This is an optimization exercise on Yosys and OpenROAD, whose aim is small area, not a production implementation.
The RTL was checked by simulation tests, not by an equivalence proof against the original design.
Power and IR drop assume default switching activity.

Setup of wip/harbor:
==> module execute_mem, before the edit <==
module execute_mem (
    input  logic      clk,
    input  logic      reset,
    input  logic      i_hold,
    input  logic      i_flush,
    input  logic      i_id_ex_valid,
    input  logic [cpu_pkg::ENC_W-1:0] i_id_ex_instr,
    output cpu_pkg::reg_addr_t o_rs1_addr,
    output cpu_pkg::reg_addr_t o_rs2_addr,
    input  cpu_pkg::data_t     i_rs1_data,
    input  cpu_pkg::data_t     i_rs2_data,
    output logic      o_redirect_valid,
    output cpu_pkg::pc_t       o_redirect_pc,
    output logic      o_wb_valid,
    output cpu_pkg::reg_addr_t o_wb_addr,
    output cpu_pkg::data_t     o_wb_data
);
    logic [2:0]          c;
    cpu_pkg::reg_addr_t  f1, f2, f3;
    logic                advance;
    logic                is_beq, is_store, is_load, writes;
    cpu_pkg::data_t      op_a, op_b, opnd, diff, sum, alu_out;
    logic [1:0]          ex_mem_kind;
    cpu_pkg::reg_addr_t  ex_mem_rd;
    cpu_pkg::data_t      ex_mem_result;
    logic                ex_mem_sd3;       
    cpu_pkg::data_t      mem_result;
    cpu_pkg::data_t      dmem [cpu_pkg::DMEM_DEPTH];
    logic                mem_wb_wr;
    cpu_pkg::reg_addr_t  mem_wb_rd;
    cpu_pkg::data_t      mem_wb_data;
    assign {c, f1, f2, f3} = i_id_ex_instr;
    assign advance = !i_hold && !i_flush;
    assign is_beq   = c[2] && c[1];
    assign is_store = c == 3'b101;
    assign is_load  = c == 3'b100;
    assign writes   = (!c[2] || is_load) && f1 != 3'd0;
    assign o_rs1_addr = f2;
    assign o_rs2_addr = f3;
    function automatic logic [cpu_pkg::DATA_W-1:0] fwd(cpu_pkg::reg_addr_t src, cpu_pkg::data_t rf_data);
        logic [cpu_pkg::DATA_W-1:0] val;
        val = rf_data;
        if (ex_mem_kind[0] && ex_mem_rd == src) begin
            val = mem_result;
        end else if (mem_wb_wr && mem_wb_rd == src) begin
            val = mem_wb_data;
        end
        fwd = val;
    endfunction
    always_comb begin
        op_a = fwd(f2, i_rs1_data);
        op_b = fwd(f3, i_rs2_data);
        opnd = op_b;
        if (c == 3'b011 || c == 3'b100) opnd = {1'b0, f3};
        else if (c == 3'b101)           opnd = {1'b0, f1};
        diff = op_a ^ opnd;
        sum  = op_a + opnd;
        case (c)
            3'b001:  alu_out = op_a & opnd;
            3'b010:  alu_out = diff;
            default: alu_out = sum;
        endcase
    end
    assign o_redirect_valid = i_id_ex_valid && is_beq && diff == '0 && advance;
    assign o_redirect_pc    = {c[0], f1};
    always_ff @(posedge clk or posedge reset) begin
        if (reset) begin
            ex_mem_kind <= 2'b00;
            mem_wb_wr   <= 1'b0;
        end else if (i_flush) begin
            ex_mem_kind <= 2'b00;
            mem_wb_wr   <= 1'b0;
        end else if (!i_hold) begin
            ex_mem_kind <= {i_id_ex_valid && (is_load || is_store) && (writes || is_store),
                            i_id_ex_valid && writes};
            mem_wb_wr   <= ex_mem_kind[0];
        end
    end
    always_ff @(posedge clk) begin
        if (!i_hold) begin
            ex_mem_rd     <= is_store ? op_b[2:0] : f1;
            ex_mem_sd3    <= op_b[3];
            ex_mem_result <= alu_out;
            mem_wb_rd     <= ex_mem_rd;
            mem_wb_data   <= mem_result;
        end
    end
    always_ff @(posedge clk or posedge reset) begin
        if (reset) begin
            for (int i = 0; i < cpu_pkg::DMEM_DEPTH; i++) dmem[i] <= '0;
        end else if (ex_mem_kind == 2'b10 && advance) begin
            dmem[ex_mem_result] <= {ex_mem_sd3, ex_mem_rd};
        end
    end
    cpu_pkg::data_t      dmem_rd;
    always_comb begin
        dmem_rd = '0;
        for (int i = 0; i < cpu_pkg::DMEM_DEPTH; i++)
            dmem_rd |= {cpu_pkg::DATA_W{ex_mem_result == 4'(i)}} & dmem[i];
    end
    assign mem_result = ex_mem_kind[1] ? dmem_rd : ex_mem_result;
    assign o_wb_valid = mem_wb_wr && advance;
    assign o_wb_addr  = mem_wb_rd;
    assign o_wb_data  = mem_wb_data;
endmodule
clock: 5.0 ns
lec_check: 0
cap_margin: 20
core_margin: 2
core_utilization: 40
slew_margin: 20
standard.sh (not shown) runs the stock make flow with config.mk's settings and CLKGATE_MAP_FILE= SYNTH_SCRIPT=/design/flow/synth_recipe.tcl, a recipe that flattens the netlist after the stock synthesis.
==> flow/flow/run.sh <==
#!/bin/bash
# The standard layout (standard.sh), with three changes:
#  - synthesis maps logic with an area-oriented abc script (flow/synth.tcl);
#  - ports are buffered with the smallest buffer;
#  - the clock tree uses small buffers and no dummy loads.
# The whole run's output goes to flow_run.log here, each tool's to orfs/logs.
set -euo pipefail
export FLOW_WORK_DIR=$PWD
export FLOW_FLOW_DIR=$PWD/flow
export BUFFER_PORTS_ARGS="-buffer_cell sky130_fd_sc_hd__buf_1"
export CTS_ARGS="-sink_clustering_enable -repair_clock_nets -dont_use_dummy_load -buf_list sky130_fd_sc_hd__clkbuf_4 -sink_clustering_size 8 -sink_clustering_max_diameter 50"
sed "s#SYNTH_SCRIPT=[^ ]*#SYNTH_SCRIPT=$PWD/flow/synth.tcl#" standard.sh > my_standard.sh
grep -q "SYNTH_SCRIPT=$PWD/flow/synth.tcl" my_standard.sh
bash my_standard.sh > flow_run.log 2>&1
mkdir -p logs
cp -r orfs/logs/. logs/ 2>/dev/null || true
==> flow/flow/area.abc <==
strash
&get -n
&synch2
&syn2
&synch2
&put
dch -f
amap -F 3 -A 8
topo
==> flow/flow/synth.tcl <==
# The standard flow's synthesis script unchanged, with abc's mapping script replaced by
# an area-oriented one (flow/area.abc). abc maps only combinational logic.
proc abc {args} {
  set i [lsearch $args -script]
  if {$i >= 0} { lset args [expr {$i + 1}] $::env(FLOW_FLOW_DIR)/area.abc }
  yosys abc {*}$args
}
source $::env(FLOW_WORK_DIR)/synth_recipe.tcl
Input changes introduced in wip/ember (baseline for comparison: wip/harbor):
--- a/flow/design.v
+++ b/flow/design.v
@@ -21,22 +21,22 @@
         LOCK  = 2'd3
     } ctrl_state_e;
     function automatic logic [ENC_W-1:0] encode(logic [INSTR_W-1:0] w);
-        logic [2:0] c, f1, f2, f3;
-        f1 = w[11:9];
-        f2 = w[8:6];
-        f3 = w[5:3];
+        logic [ENC_W-1:0] e;
+        logic [2:0] rd;
+        rd = w[11:9];
+        e  = '0;
         case (w[15:12])
-            4'd1:    c = 3'b000;
-            4'd3:    c = 3'b001;
-            4'd6:    c = 3'b010;
-            4'd2:    begin c = 3'b011; f3 = w[2:0]; end
-            4'd4:    begin c = 3'b100; f3 = w[2:0]; end
-            4'd5:    begin c = 3'b101; f1 = w[2:0]; end
-            4'd7:    begin c = {2'b11, w[3]}; f1 = w[2:0]; f2 = w[11:9]; f3 = w[8:6]; end
-            4'd8:    begin c = {2'b11, w[3]}; f1 = w[2:0]; f3 = w[8:6]; end
-            default: begin c = 3'b000; f1 = 3'd0; end
+            4'd1: e = {3'b000, rd, w[8:6], w[5:3]};
+            4'd3: e = {3'b001, rd, w[8:6], w[5:3]};
+            4'd6: e = {3'b010, rd, w[8:6], w[5:3]};
+            4'd2: e = {3'b011, rd, w[8:6], w[2:0]};
+            4'd4: e = (rd == 3'd0) ? '0 : {3'b100, rd, w[8:6], w[2:0]};
+            4'd5: e = {3'b101, w[2:0], w[8:6], w[5:3]};
+            4'd7: e = {2'b11, w[3], w[2:0], w[11:9], w[8:6]};
+            4'd8: e = {2'b11, w[3], w[2:0], 3'd0, 3'd0};
+            default: e = '0;
         endcase
-        encode = {c, f1, f2, f3};
+        encode = e;
     endfunction
 endpackage
 `default_nettype wire
@@ -226,7 +226,7 @@
     cpu_pkg::reg_addr_t  f1, f2, f3;
     logic                advance;
     logic                is_beq, is_store, is_load, writes;
-    cpu_pkg::data_t      op_a, op_b, opnd, diff, sum, alu_out;
+    cpu_pkg::data_t      op_a, op_b, opnd, sum, alu_out;
     logic [1:0]          ex_mem_kind;
     cpu_pkg::reg_addr_t  ex_mem_rd;
     cpu_pkg::data_t      ex_mem_result;
@@ -260,15 +260,14 @@
         opnd = op_b;
         if (c == 3'b011 || c == 3'b100) opnd = {1'b0, f3};
         else if (c == 3'b101)           opnd = {1'b0, f1};
-        diff = op_a ^ opnd;
-        sum  = op_a + opnd;
+        sum = op_a + opnd;
         case (c)
-            3'b001:  alu_out = op_a & opnd;
-            3'b010:  alu_out = diff;
+            3'b001:  alu_out = op_a & op_b;
+            3'b010:  alu_out = op_a ^ op_b;
             default: alu_out = sum;
         endcase
     end
-    assign o_redirect_valid = i_id_ex_valid && is_beq && diff == '0 && advance;
+    assign o_redirect_valid = i_id_ex_valid && is_beq && op_a == op_b && advance;
     assign o_redirect_pc    = {c[0], f1};
     always_ff @(posedge clk or posedge reset) begin
         if (reset) begin
@@ -299,13 +298,7 @@
             dmem[ex_mem_result] <= {ex_mem_sd3, ex_mem_rd};
         end
     end
-    cpu_pkg::data_t      dmem_rd;
-    always_comb begin
-        dmem_rd = '0;
-        for (int i = 0; i < cpu_pkg::DMEM_DEPTH; i++)
-            dmem_rd |= {cpu_pkg::DATA_W{ex_mem_result == 4'(i)}} & dmem[i];
-    end
-    assign mem_result = ex_mem_kind[1] ? dmem_rd : ex_mem_result;
+    assign mem_result = ex_mem_kind[1] ? dmem[ex_mem_result] : ex_mem_result;
     assign o_wb_valid = mem_wb_wr && advance;
     assign o_wb_addr  = mem_wb_rd;
     assign o_wb_data  = mem_wb_data;
Notes after the runs:
Diff wip/ember and wip/harbor: fraction of layout instances using a drive strength above 1 lower in wip/harbor
Insertion delay to the later sink of the worst-skew pair | wip/ember above wip/harbor
Combined global-route utilization of all metal layers: higher on wip/ember
In the reports for wip/ember and wip/harbor, the smaller number of multi-input logic gates belongs to wip/harbor.
Post-layout worst setup margin: wip/ember better than wip/harbor
Compared with wip/harbor, in wip/ember non-clock buffer count shows an increase of 13; power share of the clock group moved down; count of inverters other than clock inverters in the layout -9.
The initial detailed-routing violation count number comes out higher for wip/ember vs wip/harbor.
The critical path depth of wip/ember is lower than that of wip/harbor.
wip/harbor → wip/ember: first-pass GRT wire length rose by about 5.6%, final wirelength shows an increase of about 5.6%, count of nets after finishing increased by 52 relative to the old numbers, depth of the most critical reg-to-reg path now sits lower.

==> port drivers added, routing unchanged <==
Ports are ideal in the flow. The routed layouts listed here were re-timed in OpenROAD.
Step 1 (the two cells are an assumption about what drives the block):
set clk [get_ports {clk}]
set_driving_cell -lib_cell sky130_fd_sc_hd__clkbuf_16 $clk
set_driving_cell -lib_cell sky130_fd_sc_hd__buf_2 [delete_from_list [all_inputs] $clk]
Step 2, shift: input delay + t, output delay - t, t = (earliest + latest rising clock arrival at the registers) / 2. This alone moves slack from input paths to output paths.
a / b / c = ideal / step 1 / step 2; a / b = the first two.
run	shift t [ns]	slack for setup (ns)	worst hold slack (ns)	clock arrival spread, ns	pins driven straight from the clock port
wip/harbor	0.723	0.386 / 0.386 / 0.386	0.370 / 0.370 / 0.370	0.080 / 0.079	1
wip/ember	0.731	0.530 / 0.530 / 0.530	0.407 / 0.406 / 0.407	0.116 / 0.116	1
After both steps setup and hold are still met in every run listed.
